Context: an optimization exercise on an open-source flow, tuned for small area. The choices shown serve that exercise and are no tape-out recipe. Only simulation tests tie the RTL to the original design; equivalence was not proved. No activity file was given, so power comes from the tool's default toggle rates.

## flow/run.sh

```bash
#!/bin/bash
# Standard layout, with the port buffers made from the smallest buffer cell
# and a clock tree without dummy loads (clkbuf_16 root, clkbuf_8 leaves).
export BUFFER_PORTS_ARGS="-buffer_cell sky130_fd_sc_hd__buf_1"
export CTS_ARGS="-sink_clustering_enable -repair_clock_nets -dont_use_dummy_load -sink_buffer_max_cap_derate 0.5 -root_buf sky130_fd_sc_hd__clkbuf_16 -buf_list {sky130_fd_sc_hd__clkbuf_8}"
bash standard.sh > standard.log 2>&1
```

## standard.sh

```bash
#!/bin/bash
# synth_recipe.tcl (not shown) runs the flow's synth.tcl, then flattens the netlist and writes it again
# the make line also repeats each setting of config.mk as NAME=value (left out here)
make -C /OpenROAD-flow-scripts/flow DESIGN_CONFIG=/design/flow/config.mk WORK_HOME=/design/flow/orfs CLKGATE_MAP_FILE= SYNTH_SCRIPT=/design/flow/synth_recipe.tcl "${@:-finish}"
```

## config.mk

```make
export PLATFORM = sky130hd
export DESIGN_NAME = pd_controller
export DESIGN_NICKNAME = pd_controller
export VERILOG_FILES = /design/flow/design.v
export SDC_FILE = /design/flow/constraint.sdc
export NUM_CORES = 4
export LEC_CHECK = 0
export ABC_AREA = 1
export CAP_MARGIN = 20
export CORE_MARGIN = 2
export CORE_UTILIZATION = 40
export CTS_BUF_LIST = sky130_fd_sc_hd__clkbuf_8 sky130_fd_sc_hd__clkbuf_16
export PLACE_DENSITY = 0.6
export SLEW_MARGIN = 20
```

## constraint.sdc

```tcl
create_clock -name core_clock -period 10.0 [get_ports {clk}]
set_input_delay 2.0000 -clock core_clock [delete_from_list [all_inputs] [get_ports {clk}]]
set_output_delay 2.0000 -clock core_clock [all_outputs]
set_load 0.01 [all_outputs]
```

## design.v

```verilog
package pd_pkg;
  typedef enum logic [1:0] {
    IDLE,
    RUN,
    HOLD
  } pd_state_t;
  localparam int PD_PIPE_LATENCY = 4;
  localparam int OVR_W = 16;
endpackage
module pd_pipeline (
  input  logic [25:0] r_q,
  input  logic [18:0] e_q,
  input  logic [2:0]  da0, da1, db0, db1,    
  input  logic [27:0] s_q,
  input  logic [1:0]  cf_q,
  input  logic        cut_q,
  output logic [3:0]  res,
  output logic [27:0] s_n,
  output logic [1:0]  cf_n,
  output logic [25:0] isum,
  output logic        cut_d,
  output logic [27:0] s_init
);
  assign s_init = 28'h1580000;
  logic [27:0] ix;
  logic [20:0] ex;
  assign ix = {{2{r_q[25]}}, r_q};
  assign ex = {{2{e_q[18]}}, e_q};
  logic [26:0] a0_p;
  logic a0_neg;
  assign a0_neg = da0[2];
  assign a0_p = (({27{da0[0]}} & ix[26:0]) | ({27{da0[1]}} & {ix[25:0], 1'b0})) ^ {27{da0[2]}};
  logic [26:0] a1_p;
  logic a1_neg;
  assign a1_neg = da1[2];
  assign a1_p = (({27{da1[0]}} & ix[26:0]) | ({27{da1[1]}} & {ix[25:0], 1'b0})) ^ {27{da1[2]}};
  logic [19:0] b0_p;
  logic b0_neg;
  assign b0_neg = db0[2];
  assign b0_p = (({20{db0[0]}} & ex[19:0]) | ({20{db0[1]}} & {ex[18:0], 1'b0})) ^ {20{db0[2]}};
  logic [19:0] b1_p;
  logic b1_neg;
  assign b1_neg = db1[2];
  assign b1_p = (({20{db1[0]}} & ex[19:0]) | ({20{db1[1]}} & {ex[18:0], 1'b0})) ^ {20{db1[2]}};
  logic s1, c2, s3, c4, s5, c6, s7, c8, s9, c10, s11, c12;
  logic s13, c14, s15, c16, s17, c18, s19, c20, s21, c22, s23, c24;
  logic s25, c26, s27, c28, s29, c30, s31, c32, s33, c34, s35, c36;
  logic s37, c38, s39, c40, s41, c42, s43, c44, s45, c46, s47, c48;
  logic s49, c50, s51, c52, s53, c54, s55, c56, s57, c58, s59, c60;
  logic s61, c62, s63, c64, s65, c66, s67, c68, s69, c70, s71, c72;
  logic s73, c74, s75, c76, s77, c78, s79, c80, s81, c82, s83, c84;
  logic s85, c86, s87, c88, s89, c90, s91, c92, s93, c94, s95, c96;
  logic s97, c98, s99, c100, s101, c102, s103, c104, s105, c106, s107, c108;
  logic s109, c110, s111, c112, s113, c114, s115, c116, s117, c118, s119, c120;
  logic s121, c122, s123, c124, s125, c126, s127, c128, o129, s130, c131, s132;
  logic c133, s134, c135, s136, c137, s138, c139, m140, m141, m142, m143, m144;
  logic m145, m146, s147, c148, s149, c150, s151, c152, s153, c154, s155, c156;
  logic s157, c158, s159, c160, s161, c162, s163, c164, s165, c166, s167, c168;
  logic s169, c170, s171, c172, s173, c174, s175, c176, s177, c178, s179, c180;
  logic s181, c182, s183, c184, s185, c186, s187, c188, s189, c190, s191, c192;
  logic s193, c194, s195, c196, s197, c198, s199, c200, s201, c202, s203, c204;
  logic s205, c206, s207, c208, s209, c210, s211, c212, s213, c214, s215, c216;
  logic s217, c218, s219, c220, s221, c222, s223, c224, s225, c226, s227, c228;
  logic s229, c230, s231, c232, s233, c234, s235, c236, s237, c238, s239, c240;
  logic s241, c242, s243, c244, s245, c246, s247, c248, s249, c250, s251, c252;
  logic s253, c254, s255, c256, s257, c258, s259, c260, s261, c262, s263, c264;
  logic s265, c266, s267, c268, s269, c270, s271, c272, s273, c274, s275, c276;
  assign s1 = a0_neg ^ b0_neg ^ s_q[0];
  assign c2 = (a0_neg & b0_neg) | (a0_neg & s_q[0]) | (b0_neg & s_q[0]);
  assign s3 = a0_p[0] ^ b0_p[0] ^ s1;
  assign c4 = (a0_p[0] & b0_p[0]) | (a0_p[0] & s1) | (b0_p[0] & s1);
  assign s5 = a0_p[1] ^ c2 ^ s_q[1];
  assign c6 = (a0_p[1] & c2) | (a0_p[1] & s_q[1]) | (c2 & s_q[1]);
  assign s7 = b0_p[1] ^ c4 ^ s5;
  assign c8 = (b0_p[1] & c4) | (b0_p[1] & s5) | (c4 & s5);
  assign s9 = a1_neg ^ b1_neg ^ s_q[2];
  assign c10 = (a1_neg & b1_neg) | (a1_neg & s_q[2]) | (b1_neg & s_q[2]);
  assign s11 = a0_p[2] ^ a1_p[0] ^ b0_p[2];
  assign c12 = (a0_p[2] & a1_p[0]) | (a0_p[2] & b0_p[2]) | (a1_p[0] & b0_p[2]);
  assign s13 = b1_p[0] ^ c6 ^ s9;
  assign c14 = (b1_p[0] & c6) | (b1_p[0] & s9) | (c6 & s9);
  assign s15 = c8 ^ s11 ^ s13;
  assign c16 = (c8 & s11) | (c8 & s13) | (s11 & s13);
  assign s17 = a0_p[3] ^ c10 ^ s_q[3];
  assign c18 = (a0_p[3] & c10) | (a0_p[3] & s_q[3]) | (c10 & s_q[3]);
  assign s19 = a1_p[1] ^ b0_p[3] ^ b1_p[1];
  assign c20 = (a1_p[1] & b0_p[3]) | (a1_p[1] & b1_p[1]) | (b0_p[3] & b1_p[1]);
  assign s21 = c12 ^ s17 ^ s19;
  assign c22 = (c12 & s17) | (c12 & s19) | (s17 & s19);
  assign s23 = c14 ^ c16 ^ s21;
  assign c24 = (c14 & c16) | (c14 & s21) | (c16 & s21);
  assign s25 = a0_p[4] ^ a1_p[2] ^ s_q[4];
  assign c26 = (a0_p[4] & a1_p[2]) | (a0_p[4] & s_q[4]) | (a1_p[2] & s_q[4]);
  assign s27 = b0_p[4] ^ b1_p[2] ^ c18;
  assign c28 = (b0_p[4] & b1_p[2]) | (b0_p[4] & c18) | (b1_p[2] & c18);
  assign s29 = c20 ^ c22 ^ s25;
  assign c30 = (c20 & c22) | (c20 & s25) | (c22 & s25);
  assign s31 = c24 ^ s27 ^ s29;
  assign c32 = (c24 & s27) | (c24 & s29) | (s27 & s29);
  assign s33 = a0_p[5] ^ a1_p[3] ^ s_q[5];
  assign c34 = (a0_p[5] & a1_p[3]) | (a0_p[5] & s_q[5]) | (a1_p[3] & s_q[5]);
  assign s35 = b0_p[5] ^ b1_p[3] ^ c26;
  assign c36 = (b0_p[5] & b1_p[3]) | (b0_p[5] & c26) | (b1_p[3] & c26);
  assign s37 = c28 ^ s33 ^ s35;
  assign c38 = (c28 & s33) | (c28 & s35) | (s33 & s35);
  assign s39 = c30 ^ c32 ^ s37;
  assign c40 = (c30 & c32) | (c30 & s37) | (c32 & s37);
  assign s41 = a0_p[6] ^ a1_p[4] ^ s_q[6];
  assign c42 = (a0_p[6] & a1_p[4]) | (a0_p[6] & s_q[6]) | (a1_p[4] & s_q[6]);
  assign s43 = b0_p[6] ^ b1_p[4] ^ c34;
  assign c44 = (b0_p[6] & b1_p[4]) | (b0_p[6] & c34) | (b1_p[4] & c34);
  assign s45 = c36 ^ s41 ^ s43;
  assign c46 = (c36 & s41) | (c36 & s43) | (s41 & s43);
  assign s47 = c38 ^ c40 ^ s45;
  assign c48 = (c38 & c40) | (c38 & s45) | (c40 & s45);
  assign s49 = a0_p[7] ^ a1_p[5] ^ s_q[7];
  assign c50 = (a0_p[7] & a1_p[5]) | (a0_p[7] & s_q[7]) | (a1_p[5] & s_q[7]);
  assign s51 = b0_p[7] ^ b1_p[5] ^ c42;
  assign c52 = (b0_p[7] & b1_p[5]) | (b0_p[7] & c42) | (b1_p[5] & c42);
  assign s53 = c44 ^ s49 ^ s51;
  assign c54 = (c44 & s49) | (c44 & s51) | (s49 & s51);
  assign s55 = c46 ^ c48 ^ s53;
  assign c56 = (c46 & c48) | (c46 & s53) | (c48 & s53);
  assign s57 = a0_p[8] ^ a1_p[6] ^ s_q[8];
  assign c58 = (a0_p[8] & a1_p[6]) | (a0_p[8] & s_q[8]) | (a1_p[6] & s_q[8]);
  assign s59 = b0_p[8] ^ b1_p[6] ^ c50;
  assign c60 = (b0_p[8] & b1_p[6]) | (b0_p[8] & c50) | (b1_p[6] & c50);
  assign s61 = c52 ^ s57 ^ s59;
  assign c62 = (c52 & s57) | (c52 & s59) | (s57 & s59);
  assign s63 = c54 ^ c56 ^ s61;
  assign c64 = (c54 & c56) | (c54 & s61) | (c56 & s61);
  assign s65 = a0_p[9] ^ a1_p[7] ^ s_q[9];
  assign c66 = (a0_p[9] & a1_p[7]) | (a0_p[9] & s_q[9]) | (a1_p[7] & s_q[9]);
  assign s67 = b0_p[9] ^ b1_p[7] ^ c58;
  assign c68 = (b0_p[9] & b1_p[7]) | (b0_p[9] & c58) | (b1_p[7] & c58);
  assign s69 = c60 ^ s65 ^ s67;
  assign c70 = (c60 & s65) | (c60 & s67) | (s65 & s67);
  assign s71 = c62 ^ c64 ^ s69;
  assign c72 = (c62 & c64) | (c62 & s69) | (c64 & s69);
  assign s73 = a0_p[10] ^ a1_p[8] ^ s_q[10];
  assign c74 = (a0_p[10] & a1_p[8]) | (a0_p[10] & s_q[10]) | (a1_p[8] & s_q[10]);
  assign s75 = b0_p[10] ^ b1_p[8] ^ c66;
  assign c76 = (b0_p[10] & b1_p[8]) | (b0_p[10] & c66) | (b1_p[8] & c66);
  assign s77 = c68 ^ s73 ^ s75;
  assign c78 = (c68 & s73) | (c68 & s75) | (s73 & s75);
  assign s79 = c70 ^ s77;
  assign c80 = c70 & s77;
  assign s81 = a0_p[11] ^ a1_p[9] ^ s_q[11];
  assign c82 = (a0_p[11] & a1_p[9]) | (a0_p[11] & s_q[11]) | (a1_p[9] & s_q[11]);
  assign s83 = b0_p[11] ^ b1_p[9] ^ c74;
  assign c84 = (b0_p[11] & b1_p[9]) | (b0_p[11] & c74) | (b1_p[9] & c74);
  assign s85 = c76 ^ s81 ^ s83;
  assign c86 = (c76 & s81) | (c76 & s83) | (s81 & s83);
  assign s87 = c78 ^ c80 ^ s85;
  assign c88 = (c78 & c80) | (c78 & s85) | (c80 & s85);
  assign s89 = a0_p[12] ^ cf_q[0] ^ s_q[12];
  assign c90 = (a0_p[12] & cf_q[0]) | (a0_p[12] & s_q[12]) | (cf_q[0] & s_q[12]);
  assign s91 = a1_p[10] ^ b0_p[12] ^ b1_p[10];
  assign c92 = (a1_p[10] & b0_p[12]) | (a1_p[10] & b1_p[10]) | (b0_p[12] & b1_p[10]);
  assign s93 = c82 ^ s89 ^ s91;
  assign c94 = (c82 & s89) | (c82 & s91) | (s89 & s91);
  assign s95 = c84 ^ c86 ^ s93;
  assign c96 = (c84 & c86) | (c84 & s93) | (c86 & s93);
  assign s97 = c88 ^ s95;
  assign c98 = c88 & s95;
  assign s99 = a0_p[13] ^ a1_p[11] ^ s_q[13];
  assign c100 = (a0_p[13] & a1_p[11]) | (a0_p[13] & s_q[13]) | (a1_p[11] & s_q[13]);
  assign s101 = b0_p[13] ^ b1_p[11] ^ c90;
  assign c102 = (b0_p[13] & b1_p[11]) | (b0_p[13] & c90) | (b1_p[11] & c90);
  assign s103 = c92 ^ c94 ^ s99;
  assign c104 = (c92 & c94) | (c92 & s99) | (c94 & s99);
  assign s105 = c96 ^ s101 ^ s103;
  assign c106 = (c96 & s101) | (c96 & s103) | (s101 & s103);
  assign s107 = c98 ^ s105;
  assign c108 = c98 & s105;
  assign s109 = a0_p[14] ^ a1_p[12] ^ s_q[14];
  assign c110 = (a0_p[14] & a1_p[12]) | (a0_p[14] & s_q[14]) | (a1_p[12] & s_q[14]);
  assign s111 = b0_p[14] ^ b1_p[12] ^ c100;
  assign c112 = (b0_p[14] & b1_p[12]) | (b0_p[14] & c100) | (b1_p[12] & c100);
  assign s113 = c102 ^ s109 ^ s111;
  assign c114 = (c102 & s109) | (c102 & s111) | (s109 & s111);
  assign s115 = c104 ^ c106 ^ s113;
  assign c116 = (c104 & c106) | (c104 & s113) | (c106 & s113);
  assign s117 = c108 ^ s115;
  assign c118 = c108 & s115;
  assign s119 = a0_p[15] ^ a1_p[13] ^ s_q[15];
  assign c120 = (a0_p[15] & a1_p[13]) | (a0_p[15] & s_q[15]) | (a1_p[13] & s_q[15]);
  assign s121 = b0_p[15] ^ b1_p[13] ^ c110;
  assign c122 = (b0_p[15] & b1_p[13]) | (b0_p[15] & c110) | (b1_p[13] & c110);
  assign s123 = c112 ^ s119 ^ s121;
  assign c124 = (c112 & s119) | (c112 & s121) | (s119 & s121);
  assign s125 = c114 ^ c116 ^ s123;
  assign c126 = (c114 & c116) | (c114 & s123) | (c116 & s123);
  assign s127 = c118 ^ s125;
  assign c128 = c118 & s125;
  assign o129 = c70 | s77;
  assign s130 = c78 ^ o129 ^ s85;
  assign c131 = (c78 & o129) | (c78 & s85) | (o129 & s85);
  assign s132 = c131 ^ s95;
  assign c133 = c131 & s95;
  assign s134 = c133 ^ s105;
  assign c135 = c133 & s105;
  assign s136 = c135 ^ s115;
  assign c137 = c135 & s115;
  assign s138 = c137 ^ s125;
  assign c139 = c137 & s125;
  assign m140 = c72 ? ~s79 : s79;
  assign m141 = c72 ? s130 : s87;
  assign m142 = c72 ? s132 : s97;
  assign m143 = c72 ? s134 : s107;
  assign m144 = c72 ? s136 : s117;
  assign m145 = c72 ? s138 : s127;
  assign m146 = c72 ? c139 : c128;
  assign s147 = a0_p[16] ^ a1_p[14] ^ s_q[16];
  assign c148 = (a0_p[16] & a1_p[14]) | (a0_p[16] & s_q[16]) | (a1_p[14] & s_q[16]);
  assign s149 = b0_p[16] ^ b1_p[14] ^ c120;
  assign c150 = (b0_p[16] & b1_p[14]) | (b0_p[16] & c120) | (b1_p[14] & c120);
  assign s151 = c122 ^ s147 ^ s149;
  assign c152 = (c122 & s147) | (c122 & s149) | (s147 & s149);
  assign s153 = c124 ^ c126 ^ s151;
  assign c154 = (c124 & c126) | (c124 & s151) | (c126 & s151);
  assign s155 = a0_p[17] ^ a1_p[15] ^ s_q[17];
  assign c156 = (a0_p[17] & a1_p[15]) | (a0_p[17] & s_q[17]) | (a1_p[15] & s_q[17]);
  assign s157 = b0_p[17] ^ b1_p[15] ^ c148;
  assign c158 = (b0_p[17] & b1_p[15]) | (b0_p[17] & c148) | (b1_p[15] & c148);
  assign s159 = c150 ^ s155 ^ s157;
  assign c160 = (c150 & s155) | (c150 & s157) | (s155 & s157);
  assign s161 = c152 ^ c154 ^ s159;
  assign c162 = (c152 & c154) | (c152 & s159) | (c154 & s159);
  assign s163 = a0_p[18] ^ a1_p[16] ^ s_q[18];
  assign c164 = (a0_p[18] & a1_p[16]) | (a0_p[18] & s_q[18]) | (a1_p[16] & s_q[18]);
  assign s165 = b0_p[18] ^ b1_p[16] ^ c156;
  assign c166 = (b0_p[18] & b1_p[16]) | (b0_p[18] & c156) | (b1_p[16] & c156);
  assign s167 = c158 ^ s163 ^ s165;
  assign c168 = (c158 & s163) | (c158 & s165) | (s163 & s165);
  assign s169 = c160 ^ c162 ^ s167;
  assign c170 = (c160 & c162) | (c160 & s167) | (c162 & s167);
  assign s171 = a0_p[19] ^ a1_p[17] ^ s_q[19];
  assign c172 = (a0_p[19] & a1_p[17]) | (a0_p[19] & s_q[19]) | (a1_p[17] & s_q[19]);
  assign s173 = b1_p[17] ^ c164 ^ ~b0_p[19];
  assign c174 = (b1_p[17] & c164) | (b1_p[17] & ~b0_p[19]) | (c164 & ~b0_p[19]);
  assign s175 = c166 ^ s171 ^ s173;
  assign c176 = (c166 & s171) | (c166 & s173) | (s171 & s173);
  assign s177 = c168 ^ c170 ^ s175;
  assign c178 = (c168 & c170) | (c168 & s175) | (c170 & s175);
  assign s179 = a0_p[20] ^ cf_q[1] ^ s_q[20];
  assign c180 = (a0_p[20] & cf_q[1]) | (a0_p[20] & s_q[20]) | (cf_q[1] & s_q[20]);
  assign s181 = a1_p[18] ^ b1_p[18] ^ c172;
  assign c182 = (a1_p[18] & b1_p[18]) | (a1_p[18] & c172) | (b1_p[18] & c172);
  assign s183 = c174 ^ s179 ^ s181;
  assign c184 = (c174 & s179) | (c174 & s181) | (s179 & s181);
  assign s185 = c176 ^ c178 ^ s183;
  assign c186 = (c176 & c178) | (c176 & s183) | (c178 & s183);
  assign s187 = a0_p[21] ^ a1_p[19] ^ s_q[21];
  assign c188 = (a0_p[21] & a1_p[19]) | (a0_p[21] & s_q[21]) | (a1_p[19] & s_q[21]);
  assign s189 = c180 ^ s187 ^ ~b1_p[19];
  assign c190 = (c180 & s187) | (c180 & ~b1_p[19]) | (s187 & ~b1_p[19]);
  assign s191 = c182 ^ c184 ^ s189;
  assign c192 = (c182 & c184) | (c182 & s189) | (c184 & s189);
  assign s193 = c186 ^ s191;
  assign c194 = c186 & s191;
  assign s195 = a0_p[22] ^ a1_p[20] ^ s_q[22];
  assign c196 = (a0_p[22] & a1_p[20]) | (a0_p[22] & s_q[22]) | (a1_p[20] & s_q[22]);
  assign s197 = c188 ^ c190 ^ s195;
  assign c198 = (c188 & c190) | (c188 & s195) | (c190 & s195);
  assign s199 = c192 ^ c194 ^ s197;
  assign c200 = (c192 & c194) | (c192 & s197) | (c194 & s197);
  assign s201 = a0_p[23] ^ a1_p[21] ^ s_q[23];
  assign c202 = (a0_p[23] & a1_p[21]) | (a0_p[23] & s_q[23]) | (a1_p[21] & s_q[23]);
  assign s203 = c196 ^ c198 ^ s201;
  assign c204 = (c196 & c198) | (c196 & s201) | (c198 & s201);
  assign s205 = c200 ^ s203;
  assign c206 = c200 & s203;
  assign s207 = a0_p[24] ^ a1_p[22] ^ s_q[24];
  assign c208 = (a0_p[24] & a1_p[22]) | (a0_p[24] & s_q[24]) | (a1_p[22] & s_q[24]);
  assign s209 = c202 ^ c204 ^ s207;
  assign c210 = (c202 & c204) | (c202 & s207) | (c204 & s207);
  assign s211 = a0_p[25] ^ a1_p[23] ^ s_q[25];
  assign c212 = (a0_p[25] & a1_p[23]) | (a0_p[25] & s_q[25]) | (a1_p[23] & s_q[25]);
  assign s213 = c208 ^ c210 ^ s211;
  assign c214 = (c208 & c210) | (c208 & s211) | (c210 & s211);
  assign s215 = a1_p[24] ^ s_q[26] ^ ~a0_p[26];
  assign c216 = (a1_p[24] & s_q[26]) | (a1_p[24] & ~a0_p[26]) | (s_q[26] & ~a0_p[26]);
  assign s217 = c212 ^ c214 ^ s215;
  assign c218 = (c212 & c214) | (c212 & s215) | (c214 & s215);
  assign s219 = a1_p[25] ^ c216 ^ s_q[27];
  assign c220 = (a1_p[25] & c216) | (a1_p[25] & s_q[27]) | (c216 & s_q[27]);
  assign s221 = c218 ^ s219;
  assign c222 = c218 & s219;
  assign s223 = c220 ^ c222 ^ ~a1_p[26];
  assign c224 = (c220 & c222) | (c220 & ~a1_p[26]) | (c222 & ~a1_p[26]);
  assign res[0] = s3;
  assign res[1] = s7;
  assign res[2] = s15;
  assign res[3] = s23;
  assign s_n[0] = s31;
  assign s_n[1] = s39;
  assign s_n[2] = s47;
  assign s_n[3] = s55;
  assign s_n[4] = s63;
  assign s_n[5] = s71;
  assign s_n[6] = m140;
  assign s_n[7] = m141;
  assign s_n[8] = m142;
  assign s_n[9] = m143;
  assign s_n[10] = m144;
  assign s_n[11] = m145;
  assign s_n[12] = s153;
  assign s_n[13] = s161;
  assign s_n[14] = s169;
  assign s_n[15] = s177;
  assign s_n[16] = s185;
  assign s_n[17] = s193;
  assign s_n[18] = s199;
  assign s_n[19] = s205;
  assign s_n[20] = s209;
  assign s_n[21] = s213;
  assign s_n[22] = s217;
  assign s_n[23] = s221;
  assign s_n[24] = s223;
  assign s_n[25] = c224;
  assign s_n[26] = 1'b0;
  assign s_n[27] = 1'b0;
  assign cf_n[0] = m146;
  assign cf_n[1] = c206;
  assign s225 = e_q[0] ^ r_q[0];
  assign c226 = e_q[0] & r_q[0];
  assign s227 = c226 ^ e_q[1] ^ r_q[1];
  assign c228 = (c226 & e_q[1]) | (c226 & r_q[1]) | (e_q[1] & r_q[1]);
  assign s229 = c228 ^ e_q[2] ^ r_q[2];
  assign c230 = (c228 & e_q[2]) | (c228 & r_q[2]) | (e_q[2] & r_q[2]);
  assign s231 = c230 ^ e_q[3] ^ r_q[3];
  assign c232 = (c230 & e_q[3]) | (c230 & r_q[3]) | (e_q[3] & r_q[3]);
  assign s233 = c232 ^ e_q[4] ^ r_q[4];
  assign c234 = (c232 & e_q[4]) | (c232 & r_q[4]) | (e_q[4] & r_q[4]);
  assign s235 = c234 ^ e_q[5] ^ r_q[5];
  assign c236 = (c234 & e_q[5]) | (c234 & r_q[5]) | (e_q[5] & r_q[5]);
  assign s237 = c236 ^ e_q[6] ^ r_q[6];
  assign c238 = (c236 & e_q[6]) | (c236 & r_q[6]) | (e_q[6] & r_q[6]);
  assign s239 = c238 ^ e_q[7] ^ r_q[7];
  assign c240 = (c238 & e_q[7]) | (c238 & r_q[7]) | (e_q[7] & r_q[7]);
  assign s241 = c240 ^ e_q[8] ^ r_q[8];
  assign c242 = (c240 & e_q[8]) | (c240 & r_q[8]) | (e_q[8] & r_q[8]);
  assign s243 = c242 ^ e_q[9] ^ r_q[9];
  assign c244 = (c242 & e_q[9]) | (c242 & r_q[9]) | (e_q[9] & r_q[9]);
  assign s245 = c244 ^ e_q[10] ^ r_q[10];
  assign c246 = (c244 & e_q[10]) | (c244 & r_q[10]) | (e_q[10] & r_q[10]);
  assign s247 = c246 ^ e_q[11] ^ r_q[11];
  assign c248 = (c246 & e_q[11]) | (c246 & r_q[11]) | (e_q[11] & r_q[11]);
  assign s249 = c248 ^ e_q[12] ^ r_q[12];
  assign c250 = (c248 & e_q[12]) | (c248 & r_q[12]) | (e_q[12] & r_q[12]);
  assign s251 = cut_q ^ e_q[13] ^ r_q[13];
  assign c252 = (cut_q & e_q[13]) | (cut_q & r_q[13]) | (e_q[13] & r_q[13]);
  assign s253 = c252 ^ e_q[14] ^ r_q[14];
  assign c254 = (c252 & e_q[14]) | (c252 & r_q[14]) | (e_q[14] & r_q[14]);
  assign s255 = c254 ^ e_q[15] ^ r_q[15];
  assign c256 = (c254 & e_q[15]) | (c254 & r_q[15]) | (e_q[15] & r_q[15]);
  assign s257 = c256 ^ e_q[16] ^ r_q[16];
  assign c258 = (c256 & e_q[16]) | (c256 & r_q[16]) | (e_q[16] & r_q[16]);
  assign s259 = c258 ^ e_q[17] ^ r_q[17];
  assign c260 = (c258 & e_q[17]) | (c258 & r_q[17]) | (e_q[17] & r_q[17]);
  assign s261 = c260 ^ e_q[18] ^ r_q[18];
  assign c262 = (c260 & e_q[18]) | (c260 & r_q[18]) | (e_q[18] & r_q[18]);
  assign s263 = c262 ^ e_q[18] ^ r_q[19];
  assign c264 = (c262 & e_q[18]) | (c262 & r_q[19]) | (e_q[18] & r_q[19]);
  assign s265 = c264 ^ e_q[18] ^ r_q[20];
  assign c266 = (c264 & e_q[18]) | (c264 & r_q[20]) | (e_q[18] & r_q[20]);
  assign s267 = c266 ^ e_q[18] ^ r_q[21];
  assign c268 = (c266 & e_q[18]) | (c266 & r_q[21]) | (e_q[18] & r_q[21]);
  assign s269 = c268 ^ e_q[18] ^ r_q[22];
  assign c270 = (c268 & e_q[18]) | (c268 & r_q[22]) | (e_q[18] & r_q[22]);
  assign s271 = c270 ^ e_q[18] ^ r_q[23];
  assign c272 = (c270 & e_q[18]) | (c270 & r_q[23]) | (e_q[18] & r_q[23]);
  assign s273 = c272 ^ e_q[18] ^ r_q[24];
  assign c274 = (c272 & e_q[18]) | (c272 & r_q[24]) | (e_q[18] & r_q[24]);
  assign s275 = c274 ^ e_q[18] ^ r_q[25];
  assign c276 = (c274 & e_q[18]) | (c274 & r_q[25]) | (e_q[18] & r_q[25]);
  assign isum[0] = s225;
  assign isum[1] = s227;
  assign isum[2] = s229;
  assign isum[3] = s231;
  assign isum[4] = s233;
  assign isum[5] = s235;
  assign isum[6] = s237;
  assign isum[7] = s239;
  assign isum[8] = s241;
  assign isum[9] = s243;
  assign isum[10] = s245;
  assign isum[11] = s247;
  assign isum[12] = s249;
  assign isum[13] = s251;
  assign isum[14] = s253;
  assign isum[15] = s255;
  assign isum[16] = s257;
  assign isum[17] = s259;
  assign isum[18] = s261;
  assign isum[19] = s263;
  assign isum[20] = s265;
  assign isum[21] = s267;
  assign isum[22] = s269;
  assign isum[23] = s271;
  assign isum[24] = s273;
  assign isum[25] = s275;
  assign cut_d = c250;
endmodule
module pd_controller #(
  parameter int INPUT_WIDTH    = 18,
  parameter int OUTPUT_WIDTH   = 32,
  parameter int INTEGRAL_LIMIT = 2**24
) (
  input  logic                    clk,
  input  logic                    rst_n,
  input  logic                    enable,
  input  logic                    clear_integral,
  input  logic [INPUT_WIDTH-1:0]  kp_in,
  input  logic [INPUT_WIDTH-1:0]  ki_in,
  input  logic [INPUT_WIDTH-1:0]  setpoint_in,
  input  logic                    sample_valid,
  input  logic [INPUT_WIDTH-1:0]  sample,
  output logic                    sample_ready,
  output logic                    out_valid,
  input  logic                    out_ready,
  output logic [OUTPUT_WIDTH-1:0] out_data,
  output logic [OUTPUT_WIDTH-1:0] integral_out,
  output logic                    integral_sat,
  output logic                    busy,
  output logic [pd_pkg::OVR_W-1:0] overrun_count
);
  logic [2:0] st;
  logic       idle, hold, running, cyc3, cyc4, en_ok, capture;
  assign idle    = (st == 3'd0);
  assign hold    = (st == 3'd6);
  assign running = !idle && !hold;
  assign cyc3    = (st == 3'd4);
  assign cyc4    = (st == 3'd5);
  assign en_ok   = rst_n && enable;
  assign capture = en_ok && cyc4;
  assign sample_ready = idle && enable;
  assign busy         = !idle;
  assign out_valid    = hold;
  always_ff @(posedge clk) begin
    if (!en_ok)                st <= 3'd0;
    else if (idle)             st <= sample_valid ? 3'd1 : 3'd0;
    else if (hold)             st <= out_ready ? 3'd0 : 3'd6;
    else                       st <= st + 3'd1;
  end
  logic [25:0] rn_q, r_q;    
  logic        zf;
  assign r_q = ~rn_q;
  assign integral_out = zf ? '0 : {{6{r_q[25]}}, r_q};
  logic [17:0] ki_q;      
  logic [17:0] kp_q;      
  logic        kc_q;      
  logic        ip_q, kq_q;   
  logic [18:0] en_q, e_q;   
  assign e_q = ~en_q;
  logic [27:0] s_q;
  logic [1:0]  cf_q;
  logic        cut_q;
  logic [3:0]  res;
  logic [27:0] s_n;
  logic [1:0]  cf_n;
  logic [25:0] isum;
  logic        cut_d;
  logic [27:0] s_init;
  logic [4:0] kib, kb;
  logic [2:0] da0, da1, db0, db1;
  function automatic logic [2:0] benc(input logic [2:0] b);
    benc[0] = b[1] ^ b[0];
    benc[1] = (b[2] & ~b[1] & ~b[0]) | (~b[2] & b[1] & b[0]);
    benc[2] = b[2];
  endfunction
  assign kib = {cyc4 ? {2{ki_q[1]}} : ki_q[3:2], ki_q[1:0], ip_q};
  assign kb  = {kp_q[3:0], kq_q};
  assign da0 = benc(kib[2:0]);
  assign da1 = benc(kib[4:2]);
  assign db0 = benc(kb[2:0]);
  assign db1 = benc(kb[4:2]);
  logic [3:0] ki_nx;
  logic [4:0] kn;    
  logic [3:0] kn_s;
  assign ki_nx = {cyc3 ? {2{ki_q[5]}} : ki_q[7:6], ki_q[5:4]};
  assign kn[0] = kc_q;
  for (genvar i = 0; i < 4; i++) begin : g_kn
    assign kn_s[i]  = ki_nx[i] ^ kp_q[4+i] ^ kn[i];
    assign kn[i+1]  = (ki_nx[i] & kp_q[4+i]) | (ki_nx[i] & kn[i]) | (kp_q[4+i] & kn[i]);
  end
  logic [4:0]  k0;
  logic [18:0] e_in;
  logic [3:0]  k0_s;
  logic [18:0] ex_a, ex_b;
  logic [19:0] e_c;
  assign k0[0] = 1'b0;
  for (genvar i = 0; i < 4; i++) begin : g_k0
    assign k0_s[i] = ki_in[i] ^ kp_in[i] ^ k0[i];
    assign k0[i+1] = (ki_in[i] & kp_in[i]) | (ki_in[i] & k0[i]) | (kp_in[i] & k0[i]);
  end
  assign ex_a   = {sample[17], sample};
  assign ex_b   = ~{setpoint_in[17], setpoint_in};
  assign e_c[0] = 1'b1;
  for (genvar i = 0; i < 19; i++) begin : g_e
    assign e_in[i]   = ex_a[i] ^ ex_b[i] ^ e_c[i];
    assign e_c[i+1]  = (ex_a[i] & ex_b[i]) | (ex_a[i] & e_c[i]) | (ex_b[i] & e_c[i]);
  end
  pd_pipeline u_pipe (
    .r_q   (r_q),
    .e_q   (e_q),
    .da0   (da0),
    .da1   (da1),
    .db0   (db0),
    .db1   (db1),
    .s_q   (s_q),
    .cf_q  (cf_q),
    .cut_q (cut_q),
    .res   (res),
    .s_n   (s_n),
    .cf_n  (cf_n),
    .isum  (isum),
    .cut_d (cut_d),
    .s_init(s_init)
  );
  always_ff @(posedge clk) begin
    if (idle) begin
      ki_q <= ki_in;
      kp_q <= {kp_in[17:4], k0_s};
      kc_q <= k0[4];
      ip_q <= 1'b0;
      kq_q <= 1'b0;
      en_q <= ~e_in;
      s_q  <= s_init;
      cf_q <= '0;
    end else begin
      ki_q <= {res, ki_q[17:4]};
      kp_q <= {{4{kp_q[17]}}, kp_q[17:8], kn_s};
      kc_q <= kn[4];
      ip_q <= ki_q[3];
      kq_q <= kp_q[3];
      s_q  <= s_n;
      cf_q <= cf_n;
    end
    cut_q <= cut_d;
  end
  logic sat, pos_ovf, neg_ovf;
  logic [25:0] clamped;
  assign pos_ovf = !isum[25] && isum[24] && (|isum[23:0]);
  assign neg_ovf = isum[25] && !isum[24];
  assign sat     = pos_ovf || neg_ovf;
  assign clamped = {isum[25], isum[24] | sat, isum[23:0] & {24{!sat}}};
  always_ff @(posedge clk) begin
    if (capture)               rn_q <= ~clamped;
    else if (zf && !running)   rn_q <= '1;
  end
  always_ff @(posedge clk) begin
    if (!en_ok || clear_integral) zf <= 1'b1;
    else if (cyc4)                zf <= 1'b0;
  end
  always_ff @(posedge clk) begin
    if (!en_ok)     integral_sat <= 1'b0;
    else if (cyc4)  integral_sat <= sat;
  end
  always_ff @(posedge clk) begin
    if (!rst_n)        out_data <= '0;
    else if (capture)  out_data <= {s_n[11:0], res, ki_q[17:2]};
  end
  logic [16:0] ov_c;
  logic [15:0] ov_s;
  assign ov_c[0] = enable && sample_valid && !idle && !(&overrun_count);
  for (genvar i = 0; i < 16; i++) begin : g_ov
    assign ov_s[i]   = overrun_count[i] ^ ov_c[i];
    assign ov_c[i+1] = overrun_count[i] & ov_c[i];
  end
  always_ff @(posedge clk) begin
    if (!rst_n) overrun_count <= '0;
    else        overrun_count <= ov_s;
  end
endmodule
```

==> results_tabular.tex <==
\begin{tabular}{lr}
\hline
Metric & Value \\
\hline
\multicolumn{2}{l}{\textbf{CTS}} \\
Post-CTS Hold Fix Bufs & 0 \\
Source-to-sink clock delay at the later pin of the worst-skew pair & $\sim$400 ps \\
Clk pin slew, worst setup/hold paths & 120 ps \\
Clock Root Buffer & clkbuf\_16 \\
Maximum clock path buffer count & 2 \\
TritonCTS clock tree & yes \\
Sinks on the clock net & 166 \\
CTS resizes & 0 \\
Buffers inserted during post-CTS setup optimization & 0 \\
Max H-tree Level & 4 \\
Number of buffers added by the clock tree synthesis step & 17 \\
\multicolumn{2}{l}{\textbf{Yosys}} \\
Post-synthesis instance total & between 1000 and 1500 \\
Flip-flop and latch count after synthesis & about 170 \\
Synthesized cell area & 11520 µm² \\
Dominant synthesized flop cell & dfxtp\_1 \\
Async SR Flop Fraction & 0 \\
Library cells used by synthesis & 37 \\
Sequential area share after synthesis & 0.3285 \\
Number of warnings issued by yosys & 1 \\
Net count of the mapped netlist & $\sim$1500 \\
Number of enable-type register cells in the synthesized netlist & 46 \\
Mean cell area of the mapped netlist & 8.894 µm² \\
\multicolumn{2}{l}{\textbf{Layout}} \\
Leading cell types in the layout, fill and taps excluded & nand2\_1, inv\_1, buf\_1, fa\_1, dfxtp\_1 \\
Synth-to-layout area growth & 9.375\% \\
Number of non-filler instances in the completed layout & around 1800 \\
Post-route cell area & between 10000 and 15000 µm² \\
Post-layout net count & 1680 \\
Core occupancy in the finished layout & 0.4413 \\
Most common library cell in the layout ignoring fill and taps & nand2\_1 \\
Antenna fix cells & 0 \\
Ratio of cells with drive above 1 in the final layout & 0.04769 \\
\multicolumn{2}{l}{\textbf{Placement}} \\
DPL Wire Length & roughly 20000 µm \\
Placed Area & about 12000 µm² \\
Post-Place Cells & between 1500 and 2000 \\
Port-buffer cells & $\sim$160 \\
Routability Congestion & roughly 0.83 \\
Post-Place Setup Slack & 603.1 ps \\
\multicolumn{2}{l}{\textbf{Power}} \\
Post-route total power & 3.082 mW \\
Worst vdd ir & 0.1334 mV \\
Switching Fraction & 0.4368 \\
Register share of total power & 0.265 \\
Switch Pwr & approximately 1.3 mW \\
Power Internal & 1.736 mW \\
Clock power share & 0.124 \\
Total power per unit cell area & between 200 and 250 nW/µm² \\
Cell leakage power & around 6.0 nW \\
Combinational cell fraction of total power & 0.611 \\
\multicolumn{2}{l}{\textbf{Die}} \\
Die X & roughly 170 µm \\
Starting density of the core & 0.4034 \\
Num rows & a little over 60 \\
I/O pins & between 150 and 200 \\
Placeable Area & roughly 29000 µm² \\
Overall die area & $\sim$30000 µm² \\
Die outline height & roughly 170 µm \\
\multicolumn{2}{l}{\textbf{Setup path}} \\
Critical Path End Type & register \\
Maximum net fanout on the critical path & 1 \\
Startpoint kind of the worst setup timing path & input pin \\
Cell type with the highest occurrence count on the critical path & fa\_1 \\
Critical Setup Path Class & input pin to register \\
Gate family responsible for the most delay along the worst path & adder cells \\
Standard cell with the maximum stage delay on the critical path & fa\_1 \\
Delay of the slowest cell on the worst path & 410 ps \\
Crit path buffers/inverters & 4 \\
Required arrival time at the worst endpoint & a little over 10000 ps \\
Cells along the critical path & buf\_1 -> inv\_1 -> ha\_1 -> inv\_1 -> fa\_1 -> fa\_1 -> fa\_1 -> fa\_1 -> fa\_1 -> fa\_1 -> fa\_1 -> fa\_1 -> fa\_1 -> fa\_1 -> fa\_1 -> fa\_1 -> fa\_1 -> fa\_1 -> fa\_1 -> fa\_1 -> inv\_1 -> fa\_1 \\
Critical path arrival & about 9000 ps \\
\multicolumn{2}{l}{\textbf{Routing}} \\
ANT nets after route & 0 \\
Remaining DRCs & 0 \\
Total routed wirelength & about 27000 µm \\
Routed WL per cell & approximately 15 µm \\
Iteration-0 DRC Markers & between 400 and 500 \\
Vias/cell & about 4.7 \\
First drt pass iteration count & 5 \\
Vias & 8519 \\
\multicolumn{2}{l}{\textbf{Global route}} \\
Met3 Use GR & 0.03136 \\
Antenna violations before repair & 0 \\
Global-route track usage on met2 & 0.3095 \\
Global-route layer with the greatest usage & met2 \\
Overall Global Routing Usage & 0.1832 \\
Largest net degree at the start of global routing & 90 \\
Number of global-route vias before repair & about 8500 \\
Total global routing overflow & 0 \\
Wire length of the first global-routing pass & between 40000 and 50000 µm \\
Global-route met1 utilization & 0.2430 \\
\multicolumn{2}{l}{\textbf{STA}} \\
Max Fclk & around 110 MHz \\
Hold violation total from the final report & 0 \\
Setup-violating endpoint count in the final report & 0 \\
RSZ-0062 raised after global routing & false \\
Final Critical Period & slightly below 9000 ps \\
Worst slew margin relative to its limit & 0.2484 \\
Worst slew pin tran & between 1000 and 1500 ps \\
Post-route worst setup slack & 1098 ps \\
Post-Route Setup TNS & 0 ps \\
Worst slack on hold paths & approximately 400 ps \\
Final Skew & between 40 and 50 ps \\
Final max-slew violation count & 0 \\
Final clock period utilization by the worst path & 0.8902 \\
\multicolumn{2}{l}{\textbf{Status}} \\
Outcome & finished clean \\
\multicolumn{2}{l}{\textbf{Job}} \\
Count of maximum capacitance violations & 0 \\
\multicolumn{2}{l}{\textbf{Hold path}} \\
Kind of path behind the tightest hold check & register to register \\
\hline
\end{tabular}
## cell usage after synthesis (all sizes together), types with 2 or more instances
cell	n	share of area
nand3	43	0.019
ha	33	0.036
clkinv	2	0.00065
dfxtp	120	0.21
or2	6	0.0033
nand4	6	0.0033
xnor2	2	0.0015
nand2	353	0.12
edfxtp	46	0.12
xor2	66	0.050
inv	223	0.073
a21oi	14	0.0061
mux2i	2	0.0017
nor2	70	0.024
fa	141	0.25
clkbuf	20	0.0065
buf	37	0.023
o22ai	61	0.033
o21ai	45	0.022
## tightest hold or removal path: stages (launching register included)
cell,delay [ps]
dfxtp_1,310
nand2_1,60
nand2_1,40
## kinds of logic after synthesis
logic type,Yosys count,synth area share
DFF,166,0.3285
adders and majority gates,174,0.2809
AOI/OAI and AO/OA,122,0.06258
xor gates and xnor gates,68,0.05171
muxes,2,0.001738
buffers and inverters,282,0.1030
and+or+nand+nor,481,0.1715
## power groups by stage
| stage | Sequential (mW) | Combinational (mW) | Clock [mW] |
|---|---|---|---|
| 6_report | 0.816 | 1.88 | 0.383 |
| 5_1_grt | 0.824 | 2.22 | 0.418 |
| 4_1_cts | 0.816 | 1.95 | 0.393 |
| 3_5_place_dp | 0.830 | 1.92 | 0 |
| 3_3_place_gp | 0.831 | 1.90 | 0 |
| 2_1_floorplan | 0.800 | 1.50 | 0 |
## final cells by class
type                    instances  area [µm²]
well taps                     384       480.5
clock buffers                  17       245.2
multi-input cells             847        6560
inverters                     225       847.1
fillers                      2898       15950
repair buffers                171       680.7
flip-flops and latches        166        3784
## flip-flops by register name, summed over array words and instances, names as in the netlist
register and cells:
out_data 32, st 3, s_q 26, cf_q 2, en_q 19, cut_q 1
ip_q 1, kp_q 18, ki_q 18, kq_q 1, rn_q 26, integral_sat 1
overrun_count 16, kc_q 1, zf 1
## final timing paths
kind / end / cells after the start / start / slack (ps)
worst min-delay path: ki_q[10] / 2 / ki_q[14] / 400
worst max-delay path: en_q[17] / 22 / sample[0] / 1100
worst max register to register: s_q[19] / 26 / ki_q[1] / 1730
worst min register to register: ki_q[10] / 2 / ki_q[14] / 400
## layer usage
layer / routed length (µm) / vias up
li1: - / 4220
met1: 12100 / 4034
met2: 12730 / 229
met3: 1261 / 36
met4: 534 / 0
met5: 0 / -

## re-timing with driven ports
In the flow no input, the clock included, has a driving cell. The finished layout below was timed again as built, in two steps.
Step 1 assumes that a clkbuf_16 drives the clock port and a buf_2 every other input.
Step 2 times the ports against the registers' clock, not the clock port: input delays grow and output delays shrink by t, the midpoint of the rising clock arrivals with the driver on.
Three values: ideal, step 1, step 2; two values: the first two.
shift t [ns]: 0.424
setup slack, ns: 1.098 / 1.115 / 0.691
hold WS [ns]: 0.405 / 0.405 / 0.405
clock arrival spread, ns: 0.052 / 0.051
After both steps this run still meets setup and hold. For this run, drivers alone change the setup slack by +0.017 ns; drivers and shift together by -0.407 ns.
